Source: an optimization exercise on an open RTL-to-GDS flow (aim: small area, a short achievable clock period and few clock cycles). Production flows keep margins and buffers that such runs may drop.
At most, simulation tests tie the RTL to the original design; equivalence was not proved.
For runs 1 and 5, only the layout was checked, not whether the RTL still works.
Power figures rest on the tool's default switching activity, not on a simulated workload.

## design/flow/run.sh

```bash
#!/bin/bash
# synth_recipe.tcl (not shown) runs the flow's synth.tcl, then flattens the netlist and writes it again
# the make line also repeats each setting of config.mk as NAME=value (left out here)
make -C /OpenROAD-flow-scripts/flow DESIGN_CONFIG=/design/flow/config.mk WORK_HOME=/design/flow/orfs CLKGATE_MAP_FILE= SYNTH_SCRIPT=/design/flow/synth_recipe.tcl finish
```

## design/flow/config.mk

```make
export PLATFORM = sky130hd
export DESIGN_NAME = icache_nway
export DESIGN_NICKNAME = icache_nway
export VERILOG_FILES = /design/flow/design.v
export SDC_FILE = /design/flow/constraint.sdc
export NUM_CORES = 8
export LEC_CHECK = 0
export CAP_MARGIN = 20
export CORE_MARGIN = 2
export CORE_UTILIZATION = 60
export SETUP_SLACK_MARGIN = 4.3
export SLEW_MARGIN = 20
```

## design/flow/constraint.sdc

```tcl
create_clock -name core_clock -period 9.5 [get_ports {clk}]
set_input_delay 1.9000 -clock core_clock [delete_from_list [all_inputs] [get_ports {clk}]]
set_output_delay 1.9000 -clock core_clock [all_outputs]
set_load 0.01 [all_outputs]
```

## design/flow/design.v

```verilog
module icache_nway #(
    parameter int WAYS = 4,
    parameter int SETS = 8
) (
    input  logic         clk,
    input  logic         rst,
    input  logic         mem_read,
    input  logic [15:0]  mem_address,
    output logic [15:0]  mem_rdata,
    output logic         mem_resp,
    output logic         l2_read,
    output logic [15:0]  l2_address,
    input  logic [127:0] l2_rdata,
    input  logic         l2_resp
    ,
    input  logic         flush
);
    localparam int IW = $clog2(SETS);
    localparam int TW = 12 - IW;
    localparam int WW = $clog2(WAYS);
    localparam int PW = (WAYS == 4) ? 3 : 1;
    logic [SETS-1:0] valid    [WAYS];
    logic [TW-1:0]   tag_arr  [WAYS][SETS];
    logic [127:0]    data_arr [WAYS][SETS];
    logic [PW-1:0]   plru     [SETS];
    logic            fill_st;      
    logic [11:0]     p_line;
    logic [2:0]      p_word;
    logic            p_hit;
    logic [WAYS*SETS-1:0] fill_oh;  
    logic [WW-1:0]   p_way;
    logic [15:0]     p_data;
    logic [WAYS-1:0] p_way_oh;     
    logic [SETS-1:0] a_set_oh;     
    logic [7:0]      a_word_oh;    
    logic [7:0]      f_word_oh;    
    logic            arm_hit;      
    logic            reload;       
    logic [SETS-1:0] p_set_oh;     
    logic [7:0]      p_word_oh;    
    logic            arm_miss;     
    logic [11:0]   in_line;
    logic [2:0]    in_word;
    logic [IW-1:0] p_set, in_set;
    logic          unused_bit;
    assign in_line    = mem_address[15:4];
    assign in_word    = mem_address[3:1];
    assign in_set     = in_line[IW-1:0];
    assign p_set      = p_line[IW-1:0];
    assign unused_bit = mem_address[0];
    logic [WAYS-1:0] in_hit_oh;
    logic            in_hit;
    logic [WW-1:0]   in_way;
    always_comb begin
        in_way = '0;
        for (int w = 0; w < WAYS; w++) begin
            in_hit_oh[w] = valid[w][in_set] && tag_arr[w][in_set] == in_line[11:IW];
            if (in_hit_oh[w]) in_way = in_way | WW'(w);
        end
        in_hit = |in_hit_oh;
    end
    logic [11:0]     n_line;
    logic [11:0]     nn_line;
    logic [WAYS-1:0] nn_hit_oh;
    logic [WAYS-1:0] n_hit_oh;     
    logic            n_hit;
    logic [WW-1:0]   n_way;
    assign n_line = p_line + 12'd1;
    always_comb begin
        for (int w = 0; w < WAYS; w++)
            nn_hit_oh[w] = valid[w][nn_line[IW-1:0]] && tag_arr[w][nn_line[IW-1:0]] == nn_line[11:IW];
        n_way = '0;
        for (int w = 0; w < WAYS; w++)
            if (n_hit_oh[w]) n_way = n_way | WW'(w);
        n_hit = |n_hit_oh;
    end
    logic [WW-1:0] victim, plru_way;
    logic [PW-1:0] plru_upd;
    logic [WW-1:0] acc_way;
    logic [2:0]    pc;
    generate
        if (WAYS == 4) begin : g_tree
            assign pc       = plru[p_set];
            assign plru_way = pc[0] ? {1'b1, pc[2]} : {1'b0, pc[1]};
            always_comb begin
                plru_upd    = pc;
                plru_upd[0] = ~acc_way[1];
                if (acc_way[1]) plru_upd[2] = ~acc_way[0];
                else            plru_upd[1] = ~acc_way[0];
            end
        end else begin : g_bit
            assign pc       = '0;
            assign plru_way = plru[p_set];
            assign plru_upd = ~acc_way;
        end
    endgenerate
    always_comb begin
        victim = plru_way;
        for (int w = WAYS - 1; w >= 0; w--) begin
            if (!valid[w][p_set]) victim = WW'(w);
        end
    end
    logic line_eq, word_eq, fast_hit, start_fill, repoint, fill_done, advance, flush_now;
    logic nx_last;
    assign nx_last    = (p_word == 3'd7);
    assign line_eq    = (in_line == p_line);
    assign word_eq    = (in_word == p_word);
    assign fast_hit   = mem_read && arm_hit && line_eq && word_eq;
    assign start_fill = mem_read && arm_miss && line_eq;
    assign repoint    = mem_read && !fill_st && !reload && !(line_eq && (word_eq || arm_miss));
    assign fill_done  = fill_st && l2_resp;
    assign advance    = fast_hit || fill_done;
    assign acc_way    = fill_st ? victim : p_way;
    assign mem_resp   = fast_hit || (mem_read && fill_done);
    assign l2_read    = fill_st || start_fill;
    assign l2_address = {p_line, 4'b0000};
    always_comb begin
        mem_rdata = fill_st ? 16'h0000 : p_data;
        for (int k = 0; k < 8; k++)
            mem_rdata = mem_rdata | ({16{f_word_oh[k]}} & l2_rdata[k*16 +: 16]);
    end
    logic [11:0]   p_line_nx;
    logic [2:0]    p_word_nx;
    logic          p_hit_nx, fill_nx, reload_nx;
    logic [WW-1:0] p_way_nx;
    logic [11:0]   a_line_nx;
    logic [2:0]    a_word_nx;
    always_comb begin
        p_line_nx = p_line;
        p_word_nx = p_word;
        p_hit_nx  = p_hit;
        p_way_nx  = p_way;
        fill_nx   = fill_st;
        reload_nx = 1'b0;
        if (start_fill) begin
            fill_nx   = 1'b1;
            p_word_nx = in_word;
        end
        if (fill_done) fill_nx = 1'b0;
        if (repoint) begin
            p_line_nx = in_line;
            p_word_nx = in_word;
            p_hit_nx  = in_hit;
            p_way_nx  = in_way;
            reload_nx = in_hit;
        end else if (advance) begin
            p_word_nx = p_word + 3'd1;
            if (nx_last) begin
                p_line_nx = n_line;
                p_hit_nx  = n_hit;
                p_way_nx  = n_way;
            end else if (fill_done) begin
                p_hit_nx  = 1'b1;
                p_way_nx  = victim;
            end
        end
        if (flush_now) begin
            p_hit_nx  = 1'b0;
            reload_nx = 1'b0;
        end
        {a_line_nx, a_word_nx} = {p_line_nx, p_word_nx} + 15'd1;
        nn_line = p_line_nx + 12'd1;
    end
    logic [SETS-1:0] r_set_oh;
    logic [7:0]      r_word_oh;
    logic [WAYS-1:0] r_way_oh;
    logic [15:0]     way_word [WAYS];
    logic [15:0]     r_data, f_data, p_data_nx;
    assign r_set_oh  = reload ? p_set_oh  : a_set_oh;
    assign r_word_oh = reload ? p_word_oh : a_word_oh;
    assign r_way_oh  = (nx_last && !reload) ? n_hit_oh : p_way_oh;
    always_comb begin
        r_data = '0;
        f_data = '0;
        for (int w = 0; w < WAYS; w++) begin
            way_word[w] = '0;
            for (int s = 0; s < SETS; s++)
                for (int k = 0; k < 8; k++)
                    way_word[w] = way_word[w]
                                | ({16{r_set_oh[s] & r_word_oh[k]}} & data_arr[w][s][k*16 +: 16]);
            r_data = r_data | ({16{r_way_oh[w]}} & way_word[w]);
        end
        for (int k = 0; k < 8; k++) f_data = f_data | ({16{a_word_oh[k]}} & l2_rdata[k*16 +: 16]);
    end
    assign p_data_nx = (fill_done && !nx_last) ? f_data : r_data;
    always_ff @(posedge clk) begin
        if (reload || advance) p_data <= p_data_nx;
    end
    logic flush_pend;
    assign flush_now = !fill_st && (flush || flush_pend);
    always_ff @(posedge clk or posedge rst) begin
        if (rst) begin
            flush_pend <= 1'b0;
        end else if (fill_st && flush) begin
            flush_pend <= 1'b1;
        end else if (flush_now) begin
            flush_pend <= 1'b0;
        end
    end
    always_ff @(posedge clk or posedge rst) begin
        if (rst) begin
            fill_st   <= 1'b0;
            p_line    <= '0;
            p_word    <= '0;
            p_hit     <= 1'b0;
            p_way     <= '0;
            p_way_oh  <= WAYS'(1);
            a_set_oh  <= SETS'(1);
            a_word_oh <= 8'b0000_0010;
            f_word_oh <= '0;
            arm_hit   <= 1'b0;
            arm_miss  <= 1'b1;
            reload    <= 1'b0;
            n_hit_oh  <= '0;
            fill_oh   <= '0;
            p_set_oh  <= SETS'(1);
            p_word_oh <= 8'b0000_0001;
            for (int w = 0; w < WAYS; w++) valid[w] <= '0;
            for (int s = 0; s < SETS; s++) plru[s] <= '0;
        end else begin
            fill_st <= fill_nx;
            p_line  <= p_line_nx;
            p_word  <= p_word_nx;
            p_hit   <= p_hit_nx;
            p_way   <= p_way_nx;
            for (int w = 0; w < WAYS; w++) p_way_oh[w] <= (p_way_nx == WW'(w));
            for (int s = 0; s < SETS; s++) a_set_oh[s] <= (a_line_nx[IW-1:0] == IW'(s));
            for (int k = 0; k < 8; k++) begin
                a_word_oh[k] <= (a_word_nx == 3'(k));
                f_word_oh[k] <= fill_nx && (p_word_nx == 3'(k));
            end
            arm_hit  <= !fill_nx && p_hit_nx && !reload_nx;
            reload   <= reload_nx;
            n_hit_oh <= flush_now ? '0 : nn_hit_oh;
            if (start_fill) begin
                for (int w = 0; w < WAYS; w++)
                    for (int s = 0; s < SETS; s++)
                        fill_oh[w*SETS+s] <= (victim == WW'(w)) && (p_set == IW'(s));
            end else if (fill_done) begin
                fill_oh <= '0;
            end
            for (int s = 0; s < SETS; s++) p_set_oh[s] <= (p_line_nx[IW-1:0] == IW'(s));
            for (int k = 0; k < 8; k++) p_word_oh[k] <= (p_word_nx == 3'(k));
            arm_miss <= !fill_nx && !p_hit_nx;
            if (fill_done) valid[victim][p_set] <= 1'b1;
            if (advance) plru[p_set] <= plru_upd;
            if (flush_now) begin
                for (int w = 0; w < WAYS; w++) valid[w] <= '0;
                for (int s = 0; s < SETS; s++) plru[s] <= '0;
            end
        end
    end
    always_ff @(posedge clk) begin
        for (int w = 0; w < WAYS; w++)
            for (int s = 0; s < SETS; s++)
                if (fill_oh[w*SETS+s]) begin
                    tag_arr[w][s]  <= p_line[11:IW];
                    data_arr[w][s] <= l2_rdata;
                end
    end
endmodule
```

==> run summary, run 1 <==
The synthesized netlist occupies a cell area of 169000 sq um. The checks that failed: antenna rules. The run gives 86 as the number of unique standard cell types used by synthesis.

The number of antenna violations at the first check in global routing was 35. TritonCTS built the clock tree. The site row count is 194, and the post-route DRC violation count is 0. The flow ran to the end, but the layout failed its checks. Number of global-route vias before repair: 106k. In this design, the critical path's most frequently occurring cell is sky130_fd_sc_hd__buf_6. The hold violation count in the final report was 0.

The wire length per cell after detailed routing is 49.1 microns. Dividing the detail-routed via count by the number of cells gives 8.14. Counting cells, the worst reg-to-reg path comes to 13.

The largest net degree at the start of global routing came out at 112. Broken down by cell family, the worst path's largest delay share belongs to buffers and inverters. A synthesized cell averages 18.6 sq um. The die extent in x is 535 microns.

Net switching is 24.5% of the power. The internal power of the cells totals 0.0337 W. Worst-case setup slack after placement: 1.25 ns. The category of the worst setup path capture point was a primary output. Along the worst path, the maximum fanout reaches 34. The critical path class is in -> out.

The die covers 286000 sq um. Max-slew violation total from the final report: 0. The tools report the fraction of the yosys area taken by sequential cells as 80.4%. No sink is reached through more buffers than the 4 on the longest clock path.

For the total of warnings raised by yosys, the log shows 6. Sequential cells account for 49.6% of the total power. The logs give 4557 for the number of clock sinks and 3.36 ns for the worst endpoint data arrival time.

During I/O placement, the number of pins put on the boundary was 183. Once the floorplan was initialized, standard cells occupied 60.4% of the core. The number of levels the H-tree was split into came out at 5.

In this run the critical register-to-register path is launched from a_word_oh[0]. The area growth from synthesis to layout was 17.1%; the wire length after detailed routing was 685 mm. The height of the die was 535 microns; the final layout net count was 9972. Setup slack on the worst reg-to-reg path comes out at 4.36 ns. The largest individual stage delay along the critical path comes from the cell sky130_fd_sc_hd__clkdlybuf4s50_1.

The critical path goes through clkdlybuf4s50_1 > buf_6 > a221oi_2 > nand3_2 > buf_6. The tool flagged a number of max-cap violations equal to 0. After clock tree synthesis, the clock-pin slew on the worst setup and hold paths is 0.07 ns.

The path with the worst hold slack has its endpoint at plru[2][2]. After layout, the worst path uses 55.4% of the clock period. Setup repair after global routing could not meet its margin everywhere. The worst-case IR drop observed on VDD is 0.194 mV. The run gives 10.5% as the combinational power share. The number of hold-repair buffers added at the cts stage is 0, and the cell area after layout is 198000 sq um.

The tools report the kind of launch point of the worst setup path as an input port. The tools report the count of fill cells added during filler insertion as 17.3k. The routed layout has 114k vias.

The worst path meets setup with 4.24 ns of slack. Final period demand of the worst path: 5.26 ns. The number of DRC markers after the initial detailed-route iteration is 24.9k. The logs give 0.906 for the final weighted congestion in routability-driven placement and 10 for the number of iterations in the first detailed-routing pass. For the required time reported for the critical path endpoint, the log shows 7.60 ns. The number of cells traversed by the worst hold path was 2; the power density over cell area was 225 nW/um^2. The slew at the pin closest to its max-slew limit is 1.31 ns. Together, buffers and inverters on the worst path number 3.

Setup violations remaining at the end of the flow were counted as 0. Based on the critical path, the design can be clocked at up to 190 MHz. For this run, the total global-route usage over all layers was measured as 47.4%. In this run the critical register-to-register path is captured at p_data[12]. The worst hold slack across all endpoints was 0.509 ns; the insertion delay to the later sink of the worst-skew pair was 1.00 ns. The first global-routing pass estimated 914 mm of wire.

The area after detailed placement came out at 179000 sq um. The fraction of power consumed by the clock network is 39.9%, and the share of flip-flops with an asynchronous set or reset is 3.45%. The number of instances in the synthesized netlist is 9082, and the highest cell delay on the worst timing path is 0.43 ns. The synthesized design contains 4557 register bits.

The HPWL after detailed placement is 333 mm. The floorplan step defined a core boundary enclosing 280000 sq um. The worst slew margin relative to its limit was 12.7%. For the sum of negative setup slack, the log shows 0 ns. The worst hold path belongs to the class reg -> reg.

Across the routed clock network, the largest skew measured is 0.0399 ns. In this run, synthesis inferred 4400 flip-flops with an integrated enable. The analysis attributes to net switching a power of 0.0109 W. During placement, the flow inserted port buffers numbering 177. TritonCTS created 447 clock buffers.

The tree is rooted in a sky130_fd_sc_hd__clkbuf_16. The leakage power figure is 63.8 nW, and the remaining antenna violation count is 1. In the final layout, the share of cells above drive strength 1 is 17.0%. Predominant post-synthesis flop cell: sky130_fd_sc_hd__edfxtp_1. The startpoint of the tightest hold check path was plru[2][2]. Summed over all layers, the global routing overflow is 0.
==> final cells by class <==
class	instances	area, sq um	share of cell area (%)
inverter	34	136	0.0688
antenna	61	153	0.0770
sequential	4557	136000	68.7
tap	3724	4660	2.35
clock inverter	282	2800	1.41
timing repair buffer	824	10200	5.15
multi-input combinational	3939	32300	16.3
clock buffer	529	11700	5.88
==> logic make-up (layout without fill, tap and decap cells) <==
| group | count (synthesis) | count (layout) | share of synthesized area [%] |
|---|---|---|---|
| compound gates | 2669 | 2669 | 13.0 |
| mux | 191 | 191 | 1.50 |
| fa+ha+maj | 20 | 20 | 0.148 |
| flops | 4557 | 4557 | 80.4 |
| buf+inv | 590 | 1669 | 1.35 |
| simple gates | 952 | 953 | 3.00 |
| xor+xnor | 102 | 102 | 0.570 |
| other cells | 1 | 65 | 0.00222 |
==> tightest hold or removal path, cell delays in order, from the launching register on <==
cell and delay, ns:
sky130_fd_sc_hd__dfrtp_1 0.34, sky130_fd_sc_hd__nand3_1 0.06, sky130_fd_sc_hd__o21ai_0 0.07
==> layer usage <==
| metal | wire length [microns] | part of all wire (%) | track usage (%) |
|---|---|---|---|
| met3 | 117000 | 17 | 15.8 |
| met5 | 207 | 0.030 | 0.183 |
| met2 | 296000 | 43 | 68.7 |
| met1 | 227000 | 33 | 64.8 |
| met4 | 44100 | 6.4 | 23.8 |
==> stage by stage <==
step | power (W) | instances | util, %
2_1_floorplan | 0.0245 | 9085 | -
3_3_place_gp | 0.0265 | 12900 | 63.7
3_5_place_dp | 0.0265 | 12900 | 63.8
4_1_cts | 0.0441 | 13900 | 70.4
5_1_grt | 0.0453 | 13900 | 70.7
6_report | 0.0446 | 14000 | 70.8
==> power groups by stage <==
stage | Sequential, W | Combinational, W | Clock (W)
global route | 0.0221 | 0.00469 | 0.0185
global placement | 0.0226 | 0.00392 | 0
CTS | 0.0222 | 0.00433 | 0.0177
finish | 0.0222 | 0.00469 | 0.0178
detailed placement | 0.0226 | 0.00395 | 0
floorplan | 0.0226 | 0.00186 | 0
==> how the worst max path moves through the flow <==
stage / startpoint / endpoint / depth (start not counted)
after floorplan: mem_address[4] / n_hit_oh[2] / 21
after global placement: mem_address[11] / n_hit_oh[0] / 18
after detailed placement: mem_address[11] / n_hit_oh[1] / 19
after CTS: l2_rdata[93] / mem_rdata[13] / 5
after global routing: mem_address[11] / n_hit_oh[1] / 21
final: l2_rdata[59] / mem_rdata[11] / 5
==> flip-flops by register name, summed over array words and instances, names as in the netlist, 2 cells and up <==
register,cells
data_arr,4096
f_word_oh,8
fill_oh,32
p_line,12
n_hit_oh,4
a_word_oh,7
p_data,16
valid,32
plru,24
tag_arr,288
p_word,3
p_way,2
p_set_oh,8
p_word_oh,7
p_way_oh,4
a_set_oh,8
==> Yosys cell counts (43+ instances only) <==
master,number,area [sq um]
sky130_fd_sc_hd__a21oi_1,92,460
sky130_fd_sc_hd__a221oi_1,887,7770
sky130_fd_sc_hd__a22o_1,856,7500
sky130_fd_sc_hd__a22oi_1,564,4230
sky130_fd_sc_hd__buf_1,70,263
sky130_fd_sc_hd__clkbuf_1,455,1710
sky130_fd_sc_hd__dfrtp_1,151,3780
sky130_fd_sc_hd__edfxtp_1,4400,132000
sky130_fd_sc_hd__mux2_2,83,935
sky130_fd_sc_hd__mux2i_1,66,661
sky130_fd_sc_hd__nand2_1,97,364
sky130_fd_sc_hd__nand3_1,153,766
sky130_fd_sc_hd__nand4_1,294,1840
sky130_fd_sc_hd__nor2_1,197,739
sky130_fd_sc_hd__nor3_1,43,215
sky130_fd_sc_hd__nor4_1,78,488
sky130_fd_sc_hd__o21ai_0,74,370
sky130_fd_sc_hd__xnor2_1,46,403
sky130_fd_sc_hd__xor2_1,49,429
==> timing repair <==
action | CTS | global route
setup endpoints to repair | 22 | 21
setup buffers | 50 | 29
cloned | 72 | 5
pin swaps | 61 | 57
resized for setup | 603 | 151
==> cell usage in the layout (no fill, tap or decap), drive strengths merged, types with 21 or more instances in the layout <==
cell type,count
mux2,83
a22o,856
dlygate4sd2,45
nand4,295
dfrtp,151
a32o,24
xor2,49
edfxtp,4400
o21ai,76
inv,46
mux4,42
xnor2,50
buf,606
nand3,154
a221oi,888
nor2,198
o22ai,34
nor3,43
bufbuf,70
and2,21
diode,61
nand2,98
clkinv,202
mux2i,66
bufinv,49
a22oi,564
nor4,82
a222oi,31
clkdlybuf4s50,66
clkbuf,551
a31oi,38
a21oi,93
==> run 2: changes to the inputs <==
--- a/design/flow/design.v
+++ b/design/flow/design.v
@@ -37,6 +37,4 @@
     logic            arm_hit;      
     logic            reload;       
-    logic [SETS-1:0] p_set_oh;     
-    logic [7:0]      p_word_oh;    
     logic            arm_miss;     
     logic [11:0]   in_line;
@@ -49,11 +47,16 @@
     assign p_set      = p_line[IW-1:0];
     assign unused_bit = mem_address[0];
+    logic [SETS-1:0] in_set_oh;
     logic [WAYS-1:0] in_hit_oh;
     logic            in_hit;
     logic [WW-1:0]   in_way;
     always_comb begin
+        for (int s = 0; s < SETS; s++) in_set_oh[s] = (in_set == IW'(s));
         in_way = '0;
         for (int w = 0; w < WAYS; w++) begin
-            in_hit_oh[w] = valid[w][in_set] && tag_arr[w][in_set] == in_line[11:IW];
+            in_hit_oh[w] = 1'b0;
+            for (int s = 0; s < SETS; s++)
+                in_hit_oh[w] = in_hit_oh[w]
+                             | (in_set_oh[s] && valid[w][s] && tag_arr[w][s] == in_line[11:IW]);
             if (in_hit_oh[w]) in_way = in_way | WW'(w);
         end
@@ -62,16 +65,28 @@
     logic [11:0]     n_line;
     logic [11:0]     nn_line;
-    logic [WAYS-1:0] nn_hit_oh;
-    logic [WAYS-1:0] n_hit_oh;     
+    logic [SETS-1:0] n_set_oh;
+    logic [TW-1:0]   n_tag;
+    logic [WAYS-1:0] n_hit_oh;
+    logic [TW-1:0]   tag_arr_n [WAYS];
     logic            n_hit;
     logic [WW-1:0]   n_way;
     assign n_line = p_line + 12'd1;
     always_comb begin
-        for (int w = 0; w < WAYS; w++)
-            nn_hit_oh[w] = valid[w][nn_line[IW-1:0]] && tag_arr[w][nn_line[IW-1:0]] == nn_line[11:IW];
         n_way = '0;
-        for (int w = 0; w < WAYS; w++)
+        for (int w = 0; w < WAYS; w++) begin
+            n_hit_oh[w] = 1'b0;
+            for (int s = 0; s < SETS; s++)
+                n_hit_oh[w] = n_hit_oh[w] | (n_set_oh[s] && valid[w][s]);
+            n_hit_oh[w] = n_hit_oh[w] && (n_tag == tag_arr_n[w]);
             if (n_hit_oh[w]) n_way = n_way | WW'(w);
+        end
         n_hit = |n_hit_oh;
+    end
+    always_comb begin
+        for (int w = 0; w < WAYS; w++) begin
+            tag_arr_n[w] = '0;
+            for (int s = 0; s < SETS; s++)
+                tag_arr_n[w] = tag_arr_n[w] | ({TW{n_set_oh[s]}} & tag_arr[w][s]);
+        end
     end
     logic [WW-1:0] victim, plru_way;
@@ -143,5 +158,5 @@
             p_hit_nx  = in_hit;
             p_way_nx  = in_way;
-            reload_nx = in_hit;
+            reload_nx = in_hit && nx_last;
         end else if (advance) begin
             p_word_nx = p_word + 3'd1;
@@ -163,11 +178,17 @@
     end
     logic [SETS-1:0] r_set_oh;
-    logic [7:0]      r_word_oh;
+    logic [7:0]      in_word_oh, r_word_oh;
     logic [WAYS-1:0] r_way_oh;
+    logic [15:0]     set_word [WAYS][8];
     logic [15:0]     way_word [WAYS];
     logic [15:0]     r_data, f_data, p_data_nx;
-    assign r_set_oh  = reload ? p_set_oh  : a_set_oh;
-    assign r_word_oh = reload ? p_word_oh : a_word_oh;
-    assign r_way_oh  = (nx_last && !reload) ? n_hit_oh : p_way_oh;
+    logic            to_next;
+    always_comb begin
+        for (int k = 0; k < 8; k++) in_word_oh[k] = (in_word == 3'(k));
+    end
+    assign to_next     = nx_last && !reload;
+    assign r_set_oh  = to_next ? a_set_oh : in_set_oh;
+    assign r_word_oh = (repoint || reload) ? in_word_oh : a_word_oh;
+    assign r_way_oh  = repoint ? in_hit_oh : (to_next ? n_hit_oh : p_way_oh);
     always_comb begin
         r_data = '0;
@@ -175,8 +196,10 @@
         for (int w = 0; w < WAYS; w++) begin
             way_word[w] = '0;
-            for (int s = 0; s < SETS; s++)
-                for (int k = 0; k < 8; k++)
-                    way_word[w] = way_word[w]
-                                | ({16{r_set_oh[s] & r_word_oh[k]}} & data_arr[w][s][k*16 +: 16]);
+            for (int k = 0; k < 8; k++) begin
+                set_word[w][k] = '0;
+                for (int s = 0; s < SETS; s++)
+                    set_word[w][k] = set_word[w][k] | ({16{r_set_oh[s]}} & data_arr[w][s][k*16 +: 16]);
+                way_word[w] = way_word[w] | ({16{r_word_oh[k]}} & set_word[w][k]);
+            end
             r_data = r_data | ({16{r_way_oh[w]}} & way_word[w]);
         end
@@ -185,5 +208,5 @@
     assign p_data_nx = (fill_done && !nx_last) ? f_data : r_data;
     always_ff @(posedge clk) begin
-        if (reload || advance) p_data <= p_data_nx;
+        if (repoint || reload || advance) p_data <= p_data_nx;
     end
     logic flush_pend;
@@ -212,8 +235,7 @@
             arm_miss  <= 1'b1;
             reload    <= 1'b0;
-            n_hit_oh  <= '0;
+            n_set_oh  <= SETS'(2);
+            n_tag     <= '0;
             fill_oh   <= '0;
-            p_set_oh  <= SETS'(1);
-            p_word_oh <= 8'b0000_0001;
             for (int w = 0; w < WAYS; w++) valid[w] <= '0;
             for (int s = 0; s < SETS; s++) plru[s] <= '0;
@@ -232,5 +254,6 @@
             arm_hit  <= !fill_nx && p_hit_nx && !reload_nx;
             reload   <= reload_nx;
-            n_hit_oh <= flush_now ? '0 : nn_hit_oh;
+            for (int s = 0; s < SETS; s++) n_set_oh[s] <= (nn_line[IW-1:0] == IW'(s));
+            n_tag    <= nn_line[11:IW];
             if (start_fill) begin
                 for (int w = 0; w < WAYS; w++)
@@ -240,6 +263,4 @@
                 fill_oh <= '0;
             end
-            for (int s = 0; s < SETS; s++) p_set_oh[s] <= (p_line_nx[IW-1:0] == IW'(s));
-            for (int k = 0; k < 8; k++) p_word_oh[k] <= (p_word_nx == 3'(k));
             arm_miss <= !fill_nx && !p_hit_nx;
             if (fill_done) valid[victim][p_set] <= 1'b1;
--- a/design/flow/config.mk
+++ b/design/flow/config.mk
@@ -9,4 +9,7 @@
 export CORE_MARGIN = 2
 export CORE_UTILIZATION = 60
+export CTS_BUF_LIST = sky130_fd_sc_hd__clkbuf_16
+export CTS_CLUSTER_DIAMETER = 80
+export CTS_CLUSTER_SIZE = 24
 export SETUP_SLACK_MARGIN = 4.3
 export SLEW_MARGIN = 20
==> run 2 against run 1 <==
  * The layout still fails its checks (antenna rules)
  * Non-clock buffer count fell by 184
  * Synthesized cell count rose by 4.9%
  * Setup slack got worse by 0.00085 ns
  * Critical path depth fell by 1
  * Via count fell by 9.0%
  * Core utilization fell by 4.2 points
  * Critical path type unchanged
  * Critical endpoint is now mem_rdata[15]
  * Highest routed layer unchanged
==> run summary, run 2 <==
The run finished, with violations left. The violated checks flagged are antenna rules. The worst vdd rail ir drop was 0.179 mV (-7.7%). The number of unique standard cell types used by synthesis came out at 80 (-7.0%). The slowest cell on the critical path was sky130_fd_sc_hd__a222oi_1. The cell depth of the worst flop-to-flop path works out to 13 (unchanged).

The hold violation count in the final report came out at 0 (unchanged). Remaining antenna violation count: 1 (unchanged). The power density over cell area was 196 nW/um^2 (-13%). The count of fill cells added during filler insertion was 18.8k (+8.5%). Total track usage: 39.1% (-8.3 points). The buffer depth of the longest clock path came out at 4 (unchanged). Setup repair after global routing could not meet its margin everywhere.

Leaving out fill and tap cells, the most frequent cells in the layout are sky130_fd_sc_hd__edfxtp_1 (4400), sky130_fd_sc_hd__a22oi_1 (2505), sky130_fd_sc_hd__nand4_1 (675). The final period demand of the worst path was 5.26 ns (+0.000850 ns). The tools report the worst setup skew after layout as 0.0335 ns (-0.00635 ns). The cell type contributing the most total cell area after synthesis was sky130_fd_sc_hd__edfxtp_1. The highest cell delay on the worst timing path was 0.69 ns (+0.26 ns). The effective utilization at floorplan is 60.3% (-0.12 points). The fraction of the yosys area taken by sequential cells was 79.9% (-0.55 points). The maximum fanout along the worst path is 2 (-94%), and the wire length of the first global-routing pass is 779 mm (-15%). The footprint of the flip-flops and latches is 136000 sq um (about the same). The overflow left after global routing is 0 (unchanged), and the number of cells traversed by the worst hold path is 2 (unchanged). The wire length per cell after detailed routing was 42.1 microns (-14%). The insertion delay to the later sink of the worst-skew pair is 0.96 ns (-0.04 ns). The site row count was 195 (+0.52%); the total of warnings raised by yosys was 8 (+2).

The post-route DRC violation count is 0 (unchanged). The register with the most flip-flops was data_arr. For the final layout net count, the log shows 9892 (-0.80%). Leaving out fill and tap cells, the most frequent cell in the layout is sky130_fd_sc_hd__edfxtp_1. The area growth from synthesis to layout is 10.5%. The mean post-synth cell area came out at 17.9 sq um (-4.0%).

The number of antenna violations at the first check in global routing came out at 47 (+34%). The number of placed instances with taps included was 13.1k (+1.7%); the HPWL reported at the end of detailed placement was 276 mm (-17%). The run gives 103k (-9.0%) as the total via count after detailed routing. The die extent in x was 537 microns (+0.33%); the total design power was 0.0369 W (-17%). The max-slew violation total from the final report was 0 (unchanged). The worst setup path is captured at a primary output. The flip-flop and latch count after synthesis is 4556 (-0.022%), and the number of hold-repair buffers added at the cts stage is 0 (unchanged). The tools report the number of maximum-capacitance violations as 0 (unchanged). Ranked by total cell area, the synthesized netlist is headed by sky130_fd_sc_hd__edfxtp_1 (78%), sky130_fd_sc_hd__a22oi_1 (11%), sky130_fd_sc_hd__nand4_1 (2.5%). The total CTS buffers is 215 (-52%), and the share of flip-flops with an asynchronous set or reset is 3.42% (-0.021 points). For the total core area, the log shows 282000 sq um (+0.86%). Port buffer count: 177 (unchanged). The worst setup path is of the in -> out kind.

The highest clock rate was 190 MHz (about the same); the portion of the clock cycle consumed by the worst path in the final layout was 55.4% (about the same). The signal on the critical path passes through buf_2 > a222oi_1 > nand3_4 > buf_6. Fraction of post-synthesis cell area in the top cell type by area: 77.6% (-0.52 points). The class of the most critical hold timing path was reg -> reg. The wire length after detailed routing was 572 mm (-17%); the largest net degree at the start of global routing was 144 (+29%). The flip-flop count of the largest register after layout was 4096 (unchanged); the I/O pin total was 183 (unchanged).

The run gives 0 ns (unchanged) as the sum of negative setup slack. Number of instances in the synthesized netlist: 9528 (+4.9%). The worst endpoint data arrival time came out at 3.36 ns (about the same). The tools report the number of clock sinks as 4556 (-0.022%). The worst setup path is launched from an input port. The number of DRC markers after the initial detailed-route iteration was 18.8k (-24%); the height of the die was 537 microns (+0.33%). Required time reported for the critical path endpoint: 7.60 ns (about the same). Total standard cell area after synthesis: 170000 sq um (+0.67%). The combined area of the multi-input logic cells was 32400 sq um (+0.18%); the fraction of layout instances using a drive strength above 1 was 10.1% (-7.0 points). Predominant post-synthesis flop cell: sky130_fd_sc_hd__edfxtp_1. The slew at the pin closest to its max-slew limit works out to 1.29 ns (-0.0218 ns). The tools report the worst slew margin relative to its limit as 14.3% (+1.7 points). Among all cell types in the netlist, the one instantiated most often is sky130_fd_sc_hd__edfxtp_1.

The cell sitting at the root of the clock tree is a sky130_fd_sc_hd__clkbuf_16. The average via count per standard cell was 7.61 (-6.5%). The leakage power figure came out at 57.2 nW (-10%). The number of iterations in the first detailed-routing pass was 9 (-1); the clock-pin slew of the registers on the worst-case setup and hold paths was 0.10 ns (+0.03 ns). The number of cells in the finished layout apart from fillers is 13.6k (-2.7%), and the area of the die is 288000 sq um (+0.66%). The number of global-route vias before repair is 96.6k (-8.6%), and the count of flip-flops with a built-in enable after synthesis is 4400 (unchanged). The number of levels the H-tree was split into was 4 (-1); the final weighted congestion in routability-driven placement was 0.868 (-4.1%). In the final layout, the registers with the most flip-flops are data_arr x4096, tag_arr x288. The final-report setup violation count was 0 (unchanged). TritonCTS built the clock tree.

Counting instances in the post-synthesis netlist gives the leading cell types as sky130_fd_sc_hd__edfxtp_1 (4400), sky130_fd_sc_hd__a22oi_1 (2518), sky130_fd_sc_hd__nand4_1 (675).
==> run 2: changes by cell type in the layout (fill, tap and decap cells not counted), moves of 228 or more <==
cell,before,now
sky130_fd_sc_hd__a221oi_1,872,16
sky130_fd_sc_hd__a22o_1,856,44
sky130_fd_sc_hd__clkbuf_16,459,231
sky130_fd_sc_hd__a22oi_1,560,2505
sky130_fd_sc_hd__nand4_1,294,675
sky130_fd_sc_hd__xnor2_1,39,309
==> run 2: cells by family (layout without fill, tap and decap cells) <==
| family | count (synthesis) | in the layout | synth area share, % |
|---|---|---|---|
| buf+inv | 684 | 929 | 1.67 |
| fa+ha+maj | 17 | 17 | 0.125 |
| flops | 4556 | 4556 | 79.9 |
| compound gates | 2832 | 2834 | 12.5 |
| other cells | 1 | 50 | 0.00220 |
| simple gates | 1051 | 1052 | 3.69 |
| xor+xnor | 358 | 358 | 1.85 |
| mux | 29 | 29 | 0.236 |
==> run 2: cell type report <==
cell class / instances / area share [%]
flip-flops and latches: 4556 / 72.4
multi-input cells: 4294 / 17.2
repair buffers: 640 / 4.71
clock buffers: 221 / 2.94
well taps: 3743 / 2.49
clock inverters: 49 / 0.156
diodes: 46 / 0.0612
inverters: 19 / 0.0399
==> run 2: per-stage QoR <==
step / instance area (sq um) / setup WS, ns / hold slack, ns / util [%]
after CTS: 187000 / 4.17 / 0.534 / 66.4
after floorplan: 170000 / 4.31 / 0.469 / -
final: 188000 / 4.24 / 0.543 / 66.6
after global placement: 178000 / 2.64 / 0.508 / 62.9
after detailed placement: 178000 / 2.66 / 0.510 / 62.9
after global routing: 188000 / 4.30 / 0.571 / 66.6
==> run 2: what timing repair did <==
action / CTS / global route
gates resized for setup: 693 / 125
setup endpoints to repair: 45 / 48
buffers inserted: 15 / 10
pin swaps: 52 / 36
cloned: 76 / 11
hold endpoints to repair: 0 / 0
==> run 2: report_power, final <==
part	leakage (nW)	switching, W	total (W)	internal, W
sequential	41.6	0.0000876	0.0222	0.0221
clock	2.95	0.00603	0.0102	0.00422
combinational	12.7	0.00307	0.00445	0.00138
total	57.2	0.00919	0.0369	0.0277
==> run 2: worst max-delay path, delay by kind of cell <==
family	cells	cell delay [ns]
and+or+nand+nor	1	0.27
buffers and inverters	2	0.46
AOI/OAI and AO/OA	1	0.69
==> run 2: routing by layer <==
metal	track usage, %	vias up	part of all wire (%)	wire, microns
met5	0	-	0.010	60
met4	14.9	10	4.3	24700
met3	9.52	1213	14	79800
met2	58.6	8386	45	258000
met1	56.2	53300	37	209000
li1	-	40400	-	-
==> run 2: worst paths after layout <==
path / to / slack [ns] / from
setup reg to reg: p_data[14] / 4.64 / p_line[0]
min in group asynchronous: plru[4][1] / 1.51 / rst
hold / removal: plru[0][0] / 0.54 / plru[0][0]
hold reg to reg: plru[0][0] / 0.54 / plru[0][0]
setup / recovery: mem_rdata[15] / 4.24 / l2_rdata[31]
max in group asynchronous: p_line[2] / 6.47 / rst
Testbench counts of run 2, summed over its fixed seeds: cycles 28,672.
==> run 3: changes to the inputs <==
--- a/design/flow/config.mk
+++ b/design/flow/config.mk
@@ -8,5 +8,5 @@
 export CAP_MARGIN = 20
 export CORE_MARGIN = 2
-export CORE_UTILIZATION = 60
+export CORE_UTILIZATION = 55
 export CTS_BUF_LIST = sky130_fd_sc_hd__clkbuf_16
 export CTS_CLUSTER_DIAMETER = 80
==> run 3 against run 2 <==
  * Clock power about the same
  * Sequential power about the same
  * Count of clock-buffer cells in the layout rose by 4
  * Combinational power hardly changed
  * Cell count grew 3.0%
  * Now clean on timing, DRC and antenna
  * Design area rose by 0.32%
  * Fmax rose by 0.14%
  * Wire length increased by 1.2%
  * Largest power group unchanged
  * Largest cell class unchanged
  * Die area is 9.0% higher
==> run summary, run 3 <==
The wire length per cell after detailed routing was 41.4 microns (-1.7%). The height of the die is 560 microns (+4.4%). Clock tree synthesis selected as its root buffer the cell sky130_fd_sc_hd__clkbuf_16. The final layout net count is 9899 (+0.071%), and the die extent in x is 560 microns (+4.4%). The portion of the clock cycle consumed by the worst path in the final layout is 55.3% (-0.076 points).

Slew at the pin closest to its max-slew limit: 1.23 ns (-0.0517 ns). I/O pin total: 183 (unchanged). The flow ran to the end and the layout has no timing, DRC or antenna violations. The wire length of the first global-routing pass was 791 mm (+1.5%).

The fraction of layout instances using a drive strength above 1 is 10.2% (+0.087 points), and the total track usage is 36.0% (-3.1 points). The library cell used most frequently in the layout, excluding fill and tap cells, is sky130_fd_sc_hd__edfxtp_1. The share of the core filled with cells in the final layout is 61.2% (-5.4 points).

The power density over cell area was 197 nW/um^2 (+0.34%). The combinational power share came out at 12.0% (about the same). The cell depth of the worst flop-to-flop path came out at 13 (unchanged). Buffer depth of the longest clock path: 4 (unchanged). The startpoint identified for the worst register-to-register timing path is p_line[1]. Ranked by total cell area, the synthesized netlist is headed by sky130_fd_sc_hd__edfxtp_1 (78%), sky130_fd_sc_hd__a22oi_1 (11%), sky130_fd_sc_hd__nand4_1 (2.5%).

Worst-case register-to-register setup slack: 4.57 ns (-0.07 ns). The logs give 0 (unchanged) for the overflow left after global routing and 314000 sq um (+9.0%) for the area of the die. The predominant post-synthesis flop cell is sky130_fd_sc_hd__edfxtp_1.

For the total standard cell area after synthesis, the log shows 170000 sq um (unchanged). The endpoint of the lowest-slack register-to-register path is plru[7][1]. The sum of negative setup slack was 0 ns (unchanged).

The port buffer count was 177 (unchanged). Family with the most delay on the worst path: buffers and inverters. The share of flip-flops with an asynchronous set or reset was 3.42% (unchanged); the net switching fraction of the power was 25.1% (+0.16 points). Hold violation count in the final report: 0 (unchanged). Worst setup skew after layout: 0.0683 ns (+0.0348 ns). Average via count per standard cell: 7.40 (-2.8%).

For the HPWL reported at the end of detailed placement, the log shows 276 mm (+0.17%). The final-report setup violation count was 0 (unchanged). The tools report the post-route DRC violation count as 0 (unchanged). The count of fill cells added during filler insertion came out at 22.2k (+18%). The max-slew violation total from the final report is 0 (unchanged). Cell type contributing the most total cell area after synthesis: sky130_fd_sc_hd__edfxtp_1.

By instance count, the leading cell after synthesis is sky130_fd_sc_hd__edfxtp_1. The logs give 103k (+0.12%) for the total via count after detailed routing and 4 (unchanged) for the number of levels the H-tree was split into. The logs give 4556 (unchanged) for the number of clock sinks and 57.3 nW (about the same) for the leakage power figure. The count of flip-flops with a built-in enable after synthesis works out to 4400 (unchanged). Critical path class: in -> out. The cell area after layout was 189000 sq um (+0.32%); the maximum fanout along the worst path was 34 (+32). The worst setup path is launched from an input port. The fraction of post-synthesis cell area in the top cell type by area works out to 77.6% (unchanged). In the final layout, the registers with the most flip-flops are data_arr x4096, tag_arr x288.

The number of cells traversed by the worst hold path was 2 (unchanged). The highest cell delay on the worst timing path came out at 0.43 ns (-0.26 ns). The sequential cell fraction of total power is 59.8% (-0.3 points).

The cell that appears most often on the critical path is sky130_fd_sc_hd__buf_6. In the layout the commonest cells are sky130_fd_sc_hd__edfxtp_1 (4400), sky130_fd_sc_hd__a22oi_1 (2511), sky130_fd_sc_hd__nand4_1 (675). The area after detailed placement was 178000 sq um (+0.19%); the net switching power was 0.00931 W (+1.3%). Number of instances in the synthesized netlist: 9528 (unchanged).

The flip-flop and latch count after synthesis came out at 4556 (unchanged). The run gives 28.3% (+0.5 points) as the fraction of power consumed by the clock network. The tools report the final weighted congestion in routability-driven placement as 0.878 (+1.2%). The tools report the startpoint of the worst setup timing path as l2_rdata[89]. The tools report the highest clock rate as 190 MHz (+0.14%). Worst vdd rail ir drop: 0.163 mV (-8.9%). The flip-flop count of the largest register after layout works out to 4096 (unchanged).

The remaining antenna violation count was 0 (-1); the insertion delay to the later sink of the worst-skew pair was 0.97 ns (about the same). The mean post-synth cell area works out to 17.9 sq um (unchanged). The min-delay analysis places its worst path in the category reg -> reg.

The number of unique standard cell types used by synthesis is 80 (unchanged), and the number of hold-repair buffers added at the cts stage is 0 (unchanged). The worst hold path begins at plru[7][0]. The wire length after detailed routing is 579 mm (+1.2%). TritonCTS built the clock tree. For the total core area, the log shows 308000 sq um (+9.2%). The worst endpoint data arrival time came out at 3.35 ns (about the same).

For the largest net degree at the start of global routing, the log shows 135 (-6.3%). For the effective utilization at floorplan, the log shows 55.2% (-5.1 points). The most critical setup path has its endpoint at mem_rdata[9]. Setup repair after global routing could not meet its margin everywhere.

The number of antenna violations at the first check in global routing is 41 (-13%). The total CTS buffers is 219 (+1.9%), and the number of DRC markers after the initial detailed-route iteration is 18.4k (-2.1%). The area growth from synthesis to layout is 10.8%.

The number of maximum-capacitance violations is 0 (unchanged). The total of warnings raised by yosys was 8 (unchanged); the number of global-route vias before repair was 98.2k (+1.7%). By count the netlist is led by sky130_fd_sc_hd__edfxtp_1 (4400), sky130_fd_sc_hd__a22oi_1 (2518), sky130_fd_sc_hd__nand4_1 (675). The final period demand of the worst path is 5.25 ns (-0.00725 ns). The largest individual stage delay along the critical path comes from the cell sky130_fd_sc_hd__clkdlybuf4s50_1. The register with the most flip-flops is data_arr. The critical path goes through clkdlybuf4s50_1 > buf_6 > a221oi_4 > nand3_4 > buf_6. The number of buffers and inverters on the critical path is 3 (+1). The worst slew margin relative to its limit was 17.8% (+3.4 points); the total internal power was 0.0278 W (+0.45%). The number of gates on the worst path with buffers counted works out to 5 (+1). STA classifies the critical path endpoint as a primary output. Site row count: 204 (+4.6%).

Clock-pin slew of the registers on the worst-case setup and hold paths: 0.09 ns (about the same). The fraction of the yosys area taken by sequential cells was 79.9% (unchanged); the number of iterations in the first detailed-routing pass was 9 (unchanged). The tools report the required time reported for the critical path endpoint as 7.60 ns (about the same).
run 3: cell counts after synthesis:
Identical to the previous run, type by type.
run 3: kinds of logic (layout without fill, tap and decap cells):
group	count (synthesis)	after routing	synth area share (%)
buffers and inverters	684	945	1.67
DFF	4556	4556	79.9
adders and majority gates	17	17	0.125
and+or+nand+nor	1051	1051	3.69
AOI/OAI and AO/OA	2832	2834	12.5
xor gates and xnor gates	358	358	1.85
other	1	65	0.00220
muxes	29	29	0.236
run 3: power groups by stage:
stage	combinational, W	clock, W	sequential (W)
CTS	0.00428	0.0105	0.0222
detailed placement	0.00398	0	0.0226
global placement	0.00395	0	0.0226
finish	0.00444	0.0105	0.0222
global route	0.00458	0.0112	0.0222
floorplan	0.00198	0	0.0226
run 3: per-stage QoR:
step / cells / total power [W] / hold slack, ns / setup slack (ns)
floorplan: 9531 / 0.0246 / 0.469 / 4.31
global placement: 13500 / 0.0266 / 0.508 / 2.78
detailed placement: 13500 / 0.0266 / 0.519 / 2.74
CTS: 13900 / 0.0370 / 0.536 / 4.17
global route: 13900 / 0.0379 / 0.563 / 4.26
finish: 14000 / 0.0371 / 0.536 / 4.25
run 3: final cells by class:
cell class	instances	area [sq um]	share of cell area [%]
Antenna cell	61	153	0.0809
Clock buffer	225	5630	2.98
Clock inverter	57	438	0.232
Inverter	19	77.6	0.0411
Multi-Input combinational cell	4293	32300	17.1
Sequential cell	4556	136000	72.2
Tap cell	4120	5150	2.73
Timing Repair Buffer	644	8790	4.66
run 3: repair_timing:
| action | 4_1_cts | 5_1_grt |
|---|---|---|
| resized for setup | 743 | 79 |
| buffers inserted | 15 | 19 |
| pin swaps | 52 | 23 |
| gates cloned | 77 | 7 |
| setup endpoints to repair | 42 | 47 |
run 3: worst min-delay path by stage:
stage / to
6_report: plru[7][0]
5_1_grt: plru[1][0]
4_1_cts: plru[4][0]
3_5_place_dp: plru[2][0]
3_3_place_gp: plru[1][0]
2_1_floorplan: flush_pend
run 3: worst min-delay path: stages, from the launching register on:
cell	delay, ns
sky130_fd_sc_hd__dfrtp_1	0.39
sky130_fd_sc_hd__nand2_1	0.06
sky130_fd_sc_hd__a21oi_1	0.06
run 3: layer usage:
layer | vias up | global-route usage, % | wire [microns]
met5 | - | 0.467 | 321
met4 | 17 | 12.4 | 22900
met3 | 1112 | 8.93 | 75300
met2 | 7649 | 54.9 | 261000
met1 | 54300 | 51.1 | 219000
li1 | 40400 | - | -
==> run 4: changes to the inputs <==
--- a/design/flow/config.mk
+++ b/design/flow/config.mk
@@ -8,5 +8,5 @@
 export CAP_MARGIN = 20
 export CORE_MARGIN = 2
-export CORE_UTILIZATION = 55
+export CORE_UTILIZATION = 50
 export CTS_BUF_LIST = sky130_fd_sc_hd__clkbuf_16
 export CTS_CLUSTER_DIAMETER = 80
==> run 4 against run 3 <==
  * Synthesized cell count is the same
  * Largest power group unchanged
  * Combinational power is essentially flat
  * Wire length grew 0.70%
  * Still clean
  * Synthesized area is the same
  * Hold slack is essentially flat
  * Power shrank 0.25%
==> run summary, run 4 <==
The flow ran to the end and the layout has no timing, DRC or antenna violations. The number of maximum-capacitance violations came out at 0 (unchanged). Setup repair after global routing could not meet its margin everywhere. The tools report the final weighted congestion in routability-driven placement as 0.845 (-3.7%).

The tools report the final-report setup violation count as 0 (unchanged). Walking the worst path, the cells encountered are buf_2 > buf_12 > a221oi_4 > nand3_4 > buf_6. The run gives 0.0761 ns (+0.00777 ns) as the worst setup skew after layout. The logs give 0 (unchanged) for the overflow left after global routing and 0 (unchanged) for the max-slew violation total from the final report.

The final period demand of the worst path was 5.23 ns (-0.0219 ns). The tools report the total of warnings raised by yosys as 8 (unchanged). STA classifies the critical path startpoint as an input port. sky130_fd_sc_hd__edfxtp_1 takes more of the synthesized area than any other cell. Worst vdd rail ir drop: 0.159 mV (-2.6%). The tools report the number of instances in the synthesized netlist as 9528 (unchanged).

The highest cell delay on the worst timing path is 0.37 ns (-0.06 ns), and the count of flip-flops with a built-in enable after synthesis is 4400 (unchanged). Height of the die: 588 microns (+4.8%). Endpoint of the lowest-slack register-to-register path: plru[3][1]. For the final layout net count, the log shows 9871 (-0.28%). The slew at the pin closest to its max-slew limit came out at 1.20 ns (-0.0346 ns). The power density over cell area was 196 nW/um^2 (-0.29%). By count the netlist is led by sky130_fd_sc_hd__edfxtp_1 (4400), sky130_fd_sc_hd__a22oi_1 (2518), sky130_fd_sc_hd__nand4_1 (675).

In the final layout, the registers with the most flip-flops are data_arr x4096, tag_arr x288. The mean post-synth cell area is 17.9 sq um (unchanged). The total via count after detailed routing was 103k (-0.25%).

TritonCTS built the clock tree. Area after detailed placement: 179000 sq um (+0.29%). The site row count came out at 214 (+4.9%).

The I/O pin total was 183 (unchanged). The run gives 4556 (unchanged) as the number of clock sinks. The total CTS buffers was 218 (-0.46%); the wire length of the first global-routing pass was 799 mm (+1.1%). The portion of the clock cycle consumed by the worst path in the final layout was 55.1% (-0.23 points). After synthesis, the cell types taking the most area are sky130_fd_sc_hd__edfxtp_1 (78%), sky130_fd_sc_hd__a22oi_1 (11%), sky130_fd_sc_hd__nand4_1 (2.5%). The fraction of post-synthesis cell area in the top cell type by area works out to 77.6% (unchanged). The sequential cell fraction of total power is 59.9% (about the same). The tools report the remaining antenna violation count as 0 (unchanged). The number of iterations in the first detailed-routing pass was 9 (unchanged); the count of fill cells added during filler insertion was 25.9k (+17%). The flip-flop and latch count after synthesis is 4556 (unchanged), and the wire length after detailed routing is 583 mm (+0.70%). The buffer depth of the longest clock path was 4 (unchanged). The most common cell in the synthesized netlist is sky130_fd_sc_hd__edfxtp_1. The number of hold-repair buffers added at the cts stage is 0 (unchanged).

Combinational power share: 12.0% (about the same). Port buffer count: 177 (unchanged). The wire length per cell after detailed routing was 40.6 microns (-2.0%). The reg-to-reg critical path startpoint is p_line[1]. The logs give 2.79 ns (+0.0516 ns) for the worst-case setup slack after placement and 4.27 ns (+0.0219 ns) for the post-route worst setup slack. The fraction of the yosys area taken by sequential cells was 79.9% (unchanged); the fraction of layout instances using a drive strength above 1 was 9.83% (-0.33 points). The worst setup path is of the in -> out kind. The worst slew margin relative to its limit came out at 20.1% (+2.3 points). The number of antenna violations at the first check in global routing is 47 (+15%), and the HPWL reported at the end of detailed placement is 280 mm (+1.5%).

The number of global-route vias before repair is 97.9k (-0.33%), and the cell depth of the worst flop-to-flop path is 13 (unchanged). The net switching fraction of the power is 25.2% (+0.098 points), and the cell area after layout is 189000 sq um (about the same). The tools report the worst endpoint data arrival time as 3.33 ns (-0.02 ns). Predominant post-synthesis flop cell: sky130_fd_sc_hd__edfxtp_1. The area growth from synthesis to layout was 10.9% (about the same); the number of DRC markers after the initial detailed-route iteration was 17.3k (-5.9%).

The class of the most critical hold timing path was reg -> reg. The tools report the sum of negative setup slack as 0 ns (unchanged). The logs give 4.57 ns (about the same) for the worst-case register-to-register setup slack and 0.00932 W (+0.14%) for the net switching power. The largest individual stage delay along the critical path comes from the cell sky130_fd_sc_hd__a221oi_4. The tools report the total core area as 339000 sq um (+10%). The average via count per standard cell was 7.19 (-2.9%); the total internal power was 0.0277 W (-0.39%).

The die extent in x came out at 588 microns (+4.8%). Highest clock rate: 191 MHz (+0.42%). The root buffer cell chosen for the clock tree is sky130_fd_sc_hd__clkbuf_16.

The tools report the timing endpoint of the critical path as mem_rdata[11]. The leakage power figure is 57.0 nW (-0.41%), and the worst hold slack across all endpoints is 0.536 ns (-0.000254 ns). The tools report the total standard cell area after synthesis as 170000 sq um (unchanged).

The most common cell after layout, fill and taps aside is sky130_fd_sc_hd__edfxtp_1. The clock-pin slew of the registers on the worst-case setup and hold paths came out at 0.09 ns (about the same). The hold violation count in the final report is 0 (unchanged), and the number of buffers and inverters on the critical path is 3 (unchanged). The number of levels the H-tree was split into was 4 (unchanged). In this run the worst setup path begins at l2_rdata[59]. Largest net degree at the start of global routing: 157 (+16%). The run gives 28.1% (-0.2 points) as the fraction of power consumed by the clock network. The share of flip-flops with an asynchronous set or reset is 3.42% (unchanged). The area of the die came out at 345000 sq um (+9.9%). The number of unique standard cell types used by synthesis is 80 (unchanged). Flip-flop count of the largest register after layout: 4096 (unchanged). The total track usage is 33.0% (-3.0 points). STA classifies the critical path endpoint as a primary output. The maximum fanout along the worst path was 17 (-50%).

The run gives 0.99 ns (+0.02 ns) as the insertion delay to the later sink of the worst-skew pair. The register with the most flip-flops is data_arr. Leaving out fill and tap cells, the most frequent cells in the layout are sky130_fd_sc_hd__edfxtp_1 (4400), sky130_fd_sc_hd__a22oi_1 (2510), sky130_fd_sc_hd__nand4_1 (675).

Broken down by cell family, the worst path's largest delay share belongs to buffers and inverters. The logs give 7.60 ns (about the same) for the required time reported for the critical path endpoint and 50.2% (-5.0 points) for the effective utilization at floorplan. The number of gates on the worst path with buffers counted works out to 5 (unchanged). The post-route DRC violation count was 0 (unchanged).
-- run 4: stage by stage --
step	instances	util, %	total power [W]
after CTS	14300	55.5	0.0369
after detailed placement	13900	52.6	0.0266
after global routing	14300	55.6	0.0378
after global placement	13900	52.6	0.0266
after floorplan	9531	-	0.0246
final	14400	55.6	0.0370
-- run 4: worst min-delay path by stage --
stage,start,endpoint,slack [ns],cells past startpoint
2_1_floorplan,flush_pend,flush_pend,0.47,2
3_3_place_gp,plru[5][0],plru[5][0],0.51,2
3_5_place_dp,plru[1][0],plru[1][0],0.51,2
4_1_cts,plru[1][0],plru[1][0],0.54,2
5_1_grt,plru[1][0],plru[1][0],0.56,2
6_report,plru[1][0],plru[1][0],0.54,2
-- run 4: worst min-delay path, cell delays in order, from the launching register on --
cell and delay, ns:
sky130_fd_sc_hd__dfrtp_1 0.35, sky130_fd_sc_hd__mux2i_1 0.07, sky130_fd_sc_hd__nor2_1 0.08
-- run 4: layout make-up --
| type | instances | area [sq um] | share of cell area, % |
|---|---|---|---|
| clock inverter | 64 | 430 | 0.228 |
| multi-input combinational | 4292 | 32300 | 17.1 |
| inverter | 19 | 75.1 | 0.0398 |
| timing repair buffer | 618 | 8540 | 4.52 |
| sequential | 4556 | 136000 | 72.1 |
| tap | 4536 | 5680 | 3.01 |
| clock buffer | 220 | 5510 | 2.92 |
| antenna | 53 | 133 | 0.0703 |
-- run 4: cell families after synthesis --
logic type	share of synthesized area, %
compound gates	12.5
xor+xnor	1.85
fa+ha+maj	0.125
buf+inv	1.67
flops	79.9
mux	0.236
other cells	0.00220
simple gates	3.69
-- run 4: power groups by stage --
| stage | logic (W) | registers, W | clock network (W) |
|---|---|---|---|
| CTS | 0.00430 | 0.0222 | 0.0105 |
| floorplan | 0.00198 | 0.0226 | 0 |
| detailed placement | 0.00399 | 0.0226 | 0 |
| finish | 0.00443 | 0.0222 | 0.0104 |
| global route | 0.00457 | 0.0222 | 0.0111 |
| global placement | 0.00396 | 0.0226 | 0 |
-- run 4: what timing repair did --
| action | CTS | global route |
|---|---|---|
| pin swaps | 47 | 28 |
| gates resized for setup | 734 | 79 |
| cloned | 75 | 3 |
| endpoints found under the setup margin | 57 | 40 |
| setup buffers | 13 | 6 |
-- run 4: routing by layer --
layer / part of all wire (%) / global-route usage (%)
met1: 38 / 47.0
met2: 45 / 50.0
met3: 13 / 7.13
met4: 4.2 / 12.9
met5: 0.047 / 0.233
==> run 5: changes to the inputs <==
--- a/design/flow/design.v
+++ b/design/flow/design.v
@@ -51,12 +51,17 @@
     logic            in_hit;
     logic [WW-1:0]   in_way;
+    logic [TW-1:0]   in_tag_w [WAYS];
+    logic [WAYS-1:0] in_val_w;
     always_comb begin
         for (int s = 0; s < SETS; s++) in_set_oh[s] = (in_set == IW'(s));
         in_way = '0;
         for (int w = 0; w < WAYS; w++) begin
-            in_hit_oh[w] = 1'b0;
-            for (int s = 0; s < SETS; s++)
-                in_hit_oh[w] = in_hit_oh[w]
-                             | (in_set_oh[s] && valid[w][s] && tag_arr[w][s] == in_line[11:IW]);
+            in_tag_w[w] = '0;
+            in_val_w[w] = 1'b0;
+            for (int s = 0; s < SETS; s++) begin
+                in_tag_w[w] = in_tag_w[w] | ({TW{in_set_oh[s]}} & tag_arr[w][s]);
+                in_val_w[w] = in_val_w[w] | (in_set_oh[s] & valid[w][s]);
+            end
+            in_hit_oh[w] = in_val_w[w] && (in_tag_w[w] == in_line[11:IW]);
             if (in_hit_oh[w]) in_way = in_way | WW'(w);
         end
==> design/flow/flow/run.sh (new file) <==
#!/bin/bash
# The standard layout (the standard.sh, standard synthesis unchanged), with the ports
# buffered by buf_4 cells instead of the delay cells buffer_ports picks by default.
set -euo pipefail
bash standard.sh BUFFER_PORTS_ARGS="-buffer_cell sky130_fd_sc_hd__buf_4" finish > flow_make.log 2>&1
==> design/flow/standard.sh (new file) <==
#!/bin/bash
# synth_recipe.tcl (not shown) runs the flow's synth.tcl, then flattens the netlist and writes it again
# the make line also repeats each setting of config.mk as NAME=value (left out here)
make -C /OpenROAD-flow-scripts/flow DESIGN_CONFIG=/design/flow/config.mk WORK_HOME=/design/flow/orfs CLKGATE_MAP_FILE= SYNTH_SCRIPT=/design/flow/synth_recipe.tcl "${@:-finish}"
--- a/design/flow/config.mk
+++ b/design/flow/config.mk
@@ -8,5 +8,5 @@
 export CAP_MARGIN = 20
 export CORE_MARGIN = 2
-export CORE_UTILIZATION = 50
+export CORE_UTILIZATION = 55
 export CTS_BUF_LIST = sky130_fd_sc_hd__clkbuf_16
 export CTS_CLUSTER_DIAMETER = 80
removed: design/flow/run.sh
==> run 5 against run 4 <==
  * Register-to-register slack worse by 0.32 ns
  * Sequential share of layout area grew 2.2 points
  * Synthesized area shrank 0.30%
==> run summary, run 5 <==
The run finished with no timing, DRC or antenna violations. Final period demand of the worst path: 5.34 ns (+0.106 ns). Fraction of power consumed by the clock network: 28.3% (+0.2 points). Worst slew margin relative to its limit: 13.0% (-7.1 points). The post-synthesis mux area share was 0.932% (+0.70 points).

For the number of cells in the finished layout apart from fillers, the log shows 13.6k (-5.2%). The remaining antenna violation count is 0 (unchanged), and the met2 usage is 53.0% (+3.0 points). The run gives 4 (unchanged) as the number of levels the H-tree was split into. The startpoint identified for the worst hold timing path is plru[1][1]. The global routing met1 resource utilization is 49.2% (+2.2 points), and the total via count after detailed routing is 101k (-2.2%).

The logs give 307000 sq um (-9.6%) for the total core area and 0.157 mV (-1.3%) for the worst vdd rail ir drop. The run gives 170000 sq um (-0.30%) as the total standard cell area after synthesis. The count of flip-flops with a built-in enable after synthesis was 4400 (unchanged); the required time reported for the critical path endpoint was 10.17 ns (+2.57 ns). The flip-flop and latch count after synthesis was 4556 (unchanged).

The run gives 136000 sq um (about the same) as the footprint of the flip-flops and latches. The number of hold-repair buffers added at the cts stage is 0 (unchanged). The worst-case setup slack after placement is 2.97 ns (+0.181 ns), and the cell depth of the worst flop-to-flop path is 10 (-3). The total of warnings raised by yosys is 9 (+1). The top cell types in the final layout, fill and taps aside, are sky130_fd_sc_hd__edfxtp_1 (4400), sky130_fd_sc_hd__a22oi_1 (2551), sky130_fd_sc_hd__nand4_1 (576). The worst register-to-register path ends at p_data[8].

Fraction of the mapped netlist area in adder cells: 0.125% (+0.00038 points). The worst setup path is captured at a register. Final-report setup violation count: 0 (unchanged). Timing endpoint of the critical path: p_data[8]. The largest registers in the layout are data_arr x4096, tag_arr x288. The post-synthesis share of cell area spent on and, or, nand and nor gates works out to 3.52% (-0.17 points).

The worst setup path is launched from an input port. The logs give 558 mm (-4.2%) for the wire length after detailed routing and 0 (unchanged) for the number of maximum-capacitance violations. Combined area of the multi-input logic cells: 31400 sq um (-2.7%). The post-route DRC violation count is 0 (unchanged). The height of the die works out to 560 microns (-4.8%). The total internal power came out at 0.0275 W (-0.65%). Portion of the clock cycle consumed by the worst path in the final layout: 56.2% (+1.1 points).

After synthesis, the largest family of logic cells by area is compound AO/OA/AOI/OAI gates. The logs give 203 (-5.1%) for the site row count and 9403 (-1.3%) for the number of instances in the synthesized netlist. The run gives 768 mm (-3.9%) as the wire length of the first global-routing pass.

TritonCTS built the clock tree. The slew at the pin closest to its max-slew limit came out at 1.30 ns (+0.106 ns). The sequential cell fraction of total power is 60.6% (+0.7 points). For the count of fill cells added during filler insertion, the log shows 22.3k (-14%). The largest net degree at the start of global routing is 121 (-23%). The worst register-to-register path begins at fill_st. For the combinational power share, the log shows 11.0% (-1.0 points).

The highest clock rate was 187 MHz (-2.0%). The number of iterations in the first detailed-routing pass is 9 (unchanged), and the number of global-route vias before repair is 95.1k (-2.8%). The compound-gate portion of the synthesized area was 13.1% (+0.53 points). The library cell used most frequently in the layout, excluding fill and tap cells, is sky130_fd_sc_hd__edfxtp_1. Fraction of the yosys area taken by sequential cells: 80.1% (+0.24 points). Ranked by total cell area, the synthesized netlist is headed by sky130_fd_sc_hd__edfxtp_1 (78%), sky130_fd_sc_hd__a22oi_1 (11%), sky130_fd_sc_hd__dfrtp_1 (2.2%).

The maximum fanout along the worst path was 45 (+28); the final weighted congestion in routability-driven placement was 0.861 (+1.9%). The most critical setup path has its startpoint at mem_address[5]. The effective utilization at floorplan came out at 55.4% (+5.2 points). The tools report the insertion delay to the later sink of the worst-skew pair as 0.98 ns (about the same). The average via count per standard cell works out to 7.41 (+3.1%). The number of placed instances with taps included was 13.3k (-4.7%). The register with the most flip-flops is data_arr.

The flip-flop count of the largest register after layout is 4096 (unchanged). The area growth from synthesis to layout is 7.99%. The tools report the overflow left after global routing as 0 (unchanged). The total CTS buffers came out at 218 (unchanged). The run gives 0.00912 W (-2.2%) as the net switching power.

The worst-case register-to-register setup slack is 4.25 ns (-0.32 ns). The die extent in x was 560 microns (-4.8%). Net switching fraction of the power: 24.9% (-0.29 points). The buffer depth of the longest clock path is 4 (unchanged).

The port buffer count was 177 (unchanged); the sum of negative setup slack was 0 ns (unchanged). Total track usage: 35.0% (+1.9 points). The post-route worst setup slack came out at 4.16 ns (-0.106 ns). Met3 track utilization from global routing: 8.33% (+1.2 points). The setup path with the least slack is of type in -> reg. The HPWL reported at the end of detailed placement was 284 mm (+1.4%); the share of flip-flops with an asynchronous set or reset was 3.42% (unchanged). The fraction of layout instances using a drive strength above 1 is 9.40% (-0.43 points). The tools report the I/O pin total as 183 (unchanged). Number of DRC markers after the initial detailed-route iteration: 16.5k (-4.7%). The post-synthesis xor/xnor area fraction was 0.521% (-1.3 points); the hold violation count in the final report was 0 (unchanged). The tools report the leakage power figure as 55.0 nW (-3.6%). Predominant post-synthesis flop cell: sky130_fd_sc_hd__edfxtp_1. The power density over cell area was 200 nW/um^2 (+1.9%); the mean post-synth cell area was 18.1 sq um (+1.0%). For the number of clock sinks, the log shows 4556 (unchanged). The most common cell in the synthesized netlist is sky130_fd_sc_hd__edfxtp_1. The run gives 0.0524 ns (-0.0237 ns) as the worst setup skew after layout. The worst endpoint data arrival time came out at 6.01 ns (+2.68 ns). The number of unique standard cell types used by synthesis came out at 85 (+6.3%). The wire length per cell after detailed routing was 41.0 microns (+1.1%).

The number of antenna violations at the first check in global routing was 81 (+72%). The most congested layer reported by global routing is met2. The fraction of post-synthesis cell area in the top cell type by area was 77.8% (+0.24 points). The cell type contributing the most total cell area after synthesis is sky130_fd_sc_hd__edfxtp_1. Clock tree synthesis selected as its root buffer the cell sky130_fd_sc_hd__clkbuf_16.

Class of the most critical hold timing path: reg -> reg. After synthesis, the most frequently instantiated cells are sky130_fd_sc_hd__edfxtp_1 (4400), sky130_fd_sc_hd__a22oi_1 (2551), sky130_fd_sc_hd__nand4_1 (576). Setup repair after global routing could not meet its margin everywhere. The logs give 313000 sq um (-9.3%) for the area of the die and 0 (unchanged) for the max-slew violation total from the final report.

The final layout net count is 9576 (-3.0%), and the clock-pin slew of the registers on the worst-case setup and hold paths is 0.10 ns (about the same).
==> run 5: logic make-up (layout without fill, tap and decap cells) <==
logic type      Yosys count  after routing
flops                  4556           4556
compound gates         2933           2933
simple gates            985            985
buf+inv                 695            749
mux                     115            115
xor+xnor                101            101
fa+ha+maj                17             17
other cells               1             61
==> run 5: through the flow <==
step	instance area (sq um)	util (%)	hold WS, ns	total power [W]
6_report	183000	59.8	0.512	0.0366
5_1_grt	183000	59.8	0.554	0.0375
4_1_cts	183000	59.7	0.515	0.0366
3_5_place_dp	177000	57.6	0.496	0.0266
3_3_place_gp	177000	57.6	0.476	0.0265
2_1_floorplan	170000	-	0.460	0.0246
==> run 5: power by group through the flow <==
stage	clock [W]	combinational (W)	sequential, W
2_1_floorplan	0	0.00200	0.0226
3_3_place_gp	0	0.00386	0.0227
3_5_place_dp	0	0.00389	0.0227
4_1_cts	0.0104	0.00392	0.0222
5_1_grt	0.0111	0.00419	0.0222
6_report	0.0104	0.00404	0.0222
==> run 5: cell type report <==
class	count	share of cell area [%]
inverters	32	0.0676
diodes	57	0.0778
well taps	4100	2.80
clock buffers	222	3.03
multi-input cells	4155	17.1
clock inverters	48	0.210
flip-flops and latches	4556	74.3
repair buffers	447	2.41
==> run 5: repair_timing <==
item                                    CTS  global route
buffers inserted                          7             4
pin swaps                                10            17
resized for setup                        48            28
endpoints found under the setup margin   26            28
gates cloned                              4             0
==> run 5: worst max-delay path, stage by stage <==
cell                       delay [ns]
sky130_fd_sc_hd__buf_16          0.10
sky130_fd_sc_hd__buf_4           0.60
sky130_fd_sc_hd__nor2b_2         0.08
sky130_fd_sc_hd__buf_4           0.28
sky130_fd_sc_hd__a221o_1         0.40
sky130_fd_sc_hd__a222oi_1        0.55
sky130_fd_sc_hd__xnor2_1         0.24
sky130_fd_sc_hd__nor4_4          0.11
sky130_fd_sc_hd__a21oi_4         0.76
sky130_fd_sc_hd__buf_4           0.57
sky130_fd_sc_hd__o22a_1          0.23
sky130_fd_sc_hd__a31oi_1         0.10
==> run 5: how the worst min path moves through the flow <==
stage / end / slack, ns / depth (start not counted)
global route: plru[4][2] / 0.55 / 2
finish: plru[1][1] / 0.51 / 2
detailed placement: plru[1][1] / 0.50 / 2
global placement: plru[1][1] / 0.48 / 2
CTS: plru[1][1] / 0.51 / 2
floorplan: plru[1][1] / 0.46 / 2
==> run 5: layer usage <==
metal | vias to the layer above | share of wire (%)
met5 | - | 0.080
li1 | 39800 | -
met3 | 1100 | 12
met2 | 7046 | 46
met4 | 39 | 4.4
met1 | 52900 | 38

-- what the ideal ports hide --
No port has a modelled driver above. Below, the same layouts with a new extraction and two added sets of constraints. Step 1, drivers: a clkbuf_16 drives clk and a buf_2 each remaining input, both assumed. Step 2, shift: input delay + t, output delay - t, t = (earliest + latest rising clock arrival at the registers) / 2. This alone moves slack from input paths to output paths. a / b / c = ideal ports / drivers / drivers and shift; a / b = the first two.
| run | shift t [ns] | slack for setup (ns) | worst register clock-pin slew, ns | worst slew at a driven data input, ns | pins driven straight from the clock port |
|---|---|---|---|---|---|
| run 1 | 1.101 | 4.241 / 4.212 / 3.266 | 0.07 / 0.07 | 0.19 | 1 |
| run 2 | 1.052 | 4.240 / 4.076 / 3.257 | 0.10 / 0.10 | 0.42 | 1 |
| run 3 | 1.055 | 4.248 / 4.083 / 3.320 | 0.11 / 0.11 | 0.40 | 1 |
| run 4 | 1.069 | 4.270 / 4.039 / 3.314 | 0.10 / 0.10 | 0.53 | 1 |
| run 5 | 1.075 | 4.164 / 4.033 / 2.962 | 0.10 / 0.10 | 0.57 | 1 |
For run 5, which loses most, drivers alone change the setup slack by -0.131 ns; drivers and shift together by -1.202 ns.
